From an optimization exercise on the open Yosys and OpenROAD flow, aimed at small area, a short achievable clock period and few clock cycles per item; shortcuts taken in it are not production practice. Only simulation tests tie the RTL to the original design; equivalence was not proved.

==> module taylor_cos, before the edit <==
module taylor_cos
(
   input  logic         clock,
   input  logic         reset,
   input  logic         start,
   input  logic [W-1:0] angle_in,
   output logic         ready_out,
   output logic [W-1:0] cos_out
);
   logic [4:0]  step_q;     
   logic        ready_q;
   logic [24:0] a_q;        
   logic [24:0] b_q;        
   logic        idle;
   logic        accept;
   logic [24:0] s_row;
   logic [24:0] mul_p;
   logic [3:0]  t;
   logic [24:0] acc4;
   logic [23:0] x;
   assign x = a_q[23:0];
   assign idle   = ~|step_q;
   assign accept = idle & start;
   fxp_mul u_mul (
      .a_in (a_q[23:0]),
      .b_in (b_q),
      .s_in (s_row),
      .p_c  (mul_p)
   );
   always_comb begin
      s_row = {{24{b_q[23]}} & b_q[23:0], 1'b0};
      if (step_q[1]) s_row = 25'h1ffd27d;    
      if (step_q[2]) s_row = 25'h0055555;    
      if (step_q[3]) s_row = 25'h1c00000;    
      if (step_q[4]) s_row = 25'h0800000;    
   end
   logic [4:0] c;
   assign c[0] = x >= 24'd2897;
   assign c[1] = x >= 24'd5931643;
   assign c[2] = x >= 24'd8388609;
   assign c[3] = x >= 24'd10273906;
   assign c[4] = x >= 24'd11863284;
   assign t[3] = 1'b0;
   assign t[2] = c[3];
   assign t[1] = c[1] & ~c[3];
   assign t[0] = (c[0] & ~c[1]) | (c[2] & ~c[3]) | c[4];
   assign acc4 = 25'd208 - {21'd0, t};
   always_ff @(posedge clock or posedge reset) begin
      if (reset) begin
         step_q  <= 5'd0;
         ready_q <= 1'b0;
      end else begin
         step_q <= {step_q[3:0], accept};
         if (accept)         ready_q <= 1'b0;
         else if (step_q[4]) ready_q <= 1'b1;
      end
   end
   always_ff @(posedge clock) begin
      if (accept) begin
         a_q   <= {1'b0, angle_in};
         b_q   <= {1'b0, angle_in};
      end else if (step_q[0]) begin
         a_q <= acc4;
         b_q <= mul_p;
      end else if (!idle) begin
         a_q <= mul_p;
      end
   end
   assign ready_out = ready_q;
   assign cos_out   = a_q[24] ? {W{1'b0}} : a_q[W-1:0];
endmodule
clock: 12.0 ns
lec_check: 0
abc_area: 1
cap_margin: 20
core_margin: 2
core_utilization: 40
slew_margin: 20
synth_hierarchical: 1
standard.sh (not shown) runs the stock make flow with config.mk's settings and CLKGATE_MAP_FILE= SYNTH_SCRIPT=/design/flow/synth_recipe.tcl, a recipe that flattens the netlist after the stock synthesis.
==> flow/flow/run.sh <==
#!/bin/bash
set -euo pipefail
bash standard.sh SETUP_SLACK_MARGIN=5.5 "BUFFER_PORTS_ARGS=-buffer_cell sky130_fd_sc_hd__buf_1" finish > flow.log 2>&1
The starting point completed without violations.
Testbench counts at the start, summed over its fixed seeds: cycles 3,072, items 512.
Edit:
--- a/flow/design.v
+++ b/flow/design.v
@@ -2286,20 +2286,23 @@
       if (step_q[1]) s_row = 25'h1ffd27d;    
       if (step_q[2]) s_row = 25'h0055555;    
       if (step_q[3]) s_row = 25'h1c00000;    
       if (step_q[4]) s_row = 25'h0800000;    
    end
-   logic [4:0] c;
+   logic [7:0] c;
    assign c[0] = x >= 24'd2897;
    assign c[1] = x >= 24'd5931643;
    assign c[2] = x >= 24'd8388609;
    assign c[3] = x >= 24'd10273906;
    assign c[4] = x >= 24'd11863284;
-   assign t[3] = 1'b0;
-   assign t[2] = c[3];
-   assign t[1] = c[1] & ~c[3];
-   assign t[0] = (c[0] & ~c[1]) | (c[2] & ~c[3]) | c[4];
+   assign c[5] = x >= 24'd13263555;
+   assign c[6] = x >= 24'd14529496;
+   assign c[7] = x >= 24'd15693649;
+   assign t[3] = c[7];
+   assign t[2] = c[3] & ~c[7];
+   assign t[1] = (c[1] & ~c[3]) | (c[5] & ~c[7]);
+   assign t[0] = (c[0] & ~c[1]) | (c[2] & ~c[3]) | (c[4] & ~c[5]) | (c[6] & ~c[7]);
    assign acc4 = 25'd208 - {21'd0, t};
    always_ff @(posedge clock or posedge reset) begin
       if (reset) begin
          step_q  <= 5'd0;
          ready_q <= 1'b0;
=> Final area increases by 1.5%; wire length increases by 2.1%; sequential share of layout area decreases by 0.12 points.
Testbench counts after the change, summed over its fixed seeds: cycles 3,072, items 512.

========
Setup of run 1:
Another version of the RTL of taylor_cos (not shown whole).
For scale: about 55 flip-flops, roughly 17000 um2 of cells after synthesis.
==> module taylor_cos, before the edit <==
module taylor_cos
(
   input  logic         clock,
   input  logic         reset,
   input  logic         start,
   input  logic [W-1:0] angle_in,
   output logic         ready_out,
   output logic [W-1:0] cos_out
);
   logic [4:0]  step_q;     
   logic        ready_q;
   logic [23:0] a_q;        
   logic [24:0] b_q;        
   logic        idle;
   logic        accept;
   logic [24:0] s_row;
   logic [24:0] mul_p;
   logic [3:0]  t;
   logic [24:0] acc4;
   logic [23:0] x;
   assign x = a_q;
   assign idle   = ~|step_q;
   assign accept = idle & start;
   fxp_mul u_mul (
      .a_in (a_q),
      .b_in (b_q),
      .s_in (s_row),
      .p_c  (mul_p)
   );
   always_comb begin
      s_row = {{24{b_q[23]}} & b_q[23:0], 1'b0};
      if (step_q[1]) s_row = 25'h1ffd27d;    
      if (step_q[2]) s_row = 25'h0055555;    
      if (step_q[3]) s_row = 25'h1c00000;    
      if (step_q[4]) s_row = 25'h0800000;    
   end
   logic [7:0] c;
   assign c[0] = x >= 24'd2897;
   assign c[1] = x >= 24'd5931643;
   assign c[2] = x >= 24'd8388609;
   assign c[3] = x >= 24'd10273906;
   assign c[4] = x >= 24'd11863284;
   assign c[5] = x >= 24'd13263555;
   assign c[6] = x >= 24'd14529496;
   assign c[7] = x >= 24'd15693649;
   assign t[3] = c[7];
   assign t[2] = c[3] & ~c[7];
   assign t[1] = (c[1] & ~c[3]) | (c[5] & ~c[7]);
   assign t[0] = (c[0] & ~c[1]) | (c[2] & ~c[3]) | (c[4] & ~c[5]) | (c[6] & ~c[7]);
   assign acc4 = 25'd208 - {21'd0, t};
   always_ff @(posedge clock or posedge reset) begin
      if (reset) begin
         step_q  <= 5'd0;
         ready_q <= 1'b0;
      end else begin
         step_q <= {step_q[3:0], accept};
         if (accept)         ready_q <= 1'b0;
         else if (step_q[4]) ready_q <= 1'b1;
      end
   end
   always_ff @(posedge clock) begin
      if (accept) begin
         a_q   <= angle_in;
         b_q   <= {1'b0, angle_in};
      end else if (step_q[0]) begin
         a_q <= acc4[23:0];
         b_q <= mul_p;
      end else if (!idle) begin
         a_q <= mul_p[23:0];
      end
   end
   assign ready_out = ready_q;
   assign cos_out   = (a_q[23] & a_q[22]) ? {W{1'b0}} : a_q;
endmodule
==> flow/config.mk <==
export PLATFORM = sky130hd
export DESIGN_NAME = taylor_cos
export DESIGN_NICKNAME = taylor_cos
export VERILOG_FILES = /design/flow/design.v
export SDC_FILE = /design/flow/constraint.sdc
export NUM_CORES = 4
export LEC_CHECK = 0
export ABC_AREA = 1
export CAP_MARGIN = 20
export CORE_MARGIN = 2
export CORE_UTILIZATION = 40
export SLEW_MARGIN = 20
export SYNTH_HIERARCHICAL = 1
==> flow/constraint.sdc <==
create_clock -name core_clock -period 12.0 [get_ports {clock}]
set_input_delay 2.4000 -clock core_clock [delete_from_list [all_inputs] [get_ports {clock}]]
set_output_delay 2.4000 -clock core_clock [all_outputs]
set_load 0.01 [all_outputs]
Scripts as last shown in full above: flow/flow/run.sh
Testbench counts of run 1, summed over its fixed seeds: cycles 3,072, items 512.
--- input diff run 1..run 2 ---
diff --git a/flow/design.v b/flow/design.v
--- a/flow/design.v
+++ b/flow/design.v
@@ -2264,5 +2264,5 @@
    logic [4:0]  step_q;     
    logic        ready_q;
-   logic [23:0] a_q;        
+   logic [24:0] a_q;        
    logic [24:0] b_q;        
    logic        idle;
@@ -2273,9 +2273,9 @@
    logic [24:0] acc4;
    logic [23:0] x;
-   assign x = a_q;
+   assign x = a_q[23:0];
    assign idle   = ~|step_q;
    assign accept = idle & start;
    fxp_mul u_mul (
-      .a_in (a_q),
+      .a_in (a_q[23:0]),
       .b_in (b_q),
       .s_in (s_row),
@@ -2315,14 +2315,14 @@
    always_ff @(posedge clock) begin
       if (accept) begin
-         a_q   <= angle_in;
+         a_q   <= {1'b0, angle_in};
          b_q   <= {1'b0, angle_in};
       end else if (step_q[0]) begin
-         a_q <= acc4[23:0];
+         a_q <= acc4;
          b_q <= mul_p;
       end else if (!idle) begin
-         a_q <= mul_p[23:0];
+         a_q <= mul_p;
       end
    end
    assign ready_out = ready_q;
-   assign cos_out   = (a_q[23] & a_q[22]) ? {W{1'b0}} : a_q;
+   assign cos_out   = a_q[24] ? {W{1'b0}} : a_q[W-1:0];
 endmodule
[summary]
Delta (run 2 minus run 1): sequential share of layout area level, insertion delay to the later sink of the worst-skew pair level.
Summary of run 2 over run 1: first-pass GRT wire length shows an increase of 1.1 mm; global-route usage shows an increase of 0.22 points.
Comparing run 2 and run 1, final critical-path setup slack is higher on run 2.
Between run 1 and run 2, the initial core utilization figures differ only marginally.
Testbench counts of run 2, summed over its fixed seeds: cycles 3,072, items 512.

## what the ideal ports hide
No port has a modelled driver above. Below, the same layouts with a new extraction and two added sets of constraints.
Step 1 assumes that a clkbuf_16 drives the clock port and a buf_2 every other input.
Step 2, shift: input delay + t, output delay - t, t = (earliest + latest rising clock arrival at the registers) / 2. This alone moves slack from input paths to output paths.
Three values: ideal, step 1, step 2; two values: the first two.
| run | t (ns) | slack for setup (ns) | clock arrival spread, ns | worst data-port slew with drivers (ns) |
|---|---|---|---|---|
| the first run of note 1 | 0.363 | 5.726 / 5.726 / 5.726 | 0.007 / 0.007 | 0.04 |
| the second run of note 1 | 0.366 | 5.764 / 5.764 / 5.764 | 0.016 / 0.017 | 0.04 |
| run 1 | 0.340 | 5.617 / 5.617 / 5.617 | 0.013 / 0.013 | 0.05 |
| run 2 | 0.335 | 5.649 / 5.649 / 5.649 | 0.007 / 0.007 | 0.04 |
After both steps setup and hold are still met in every run listed.
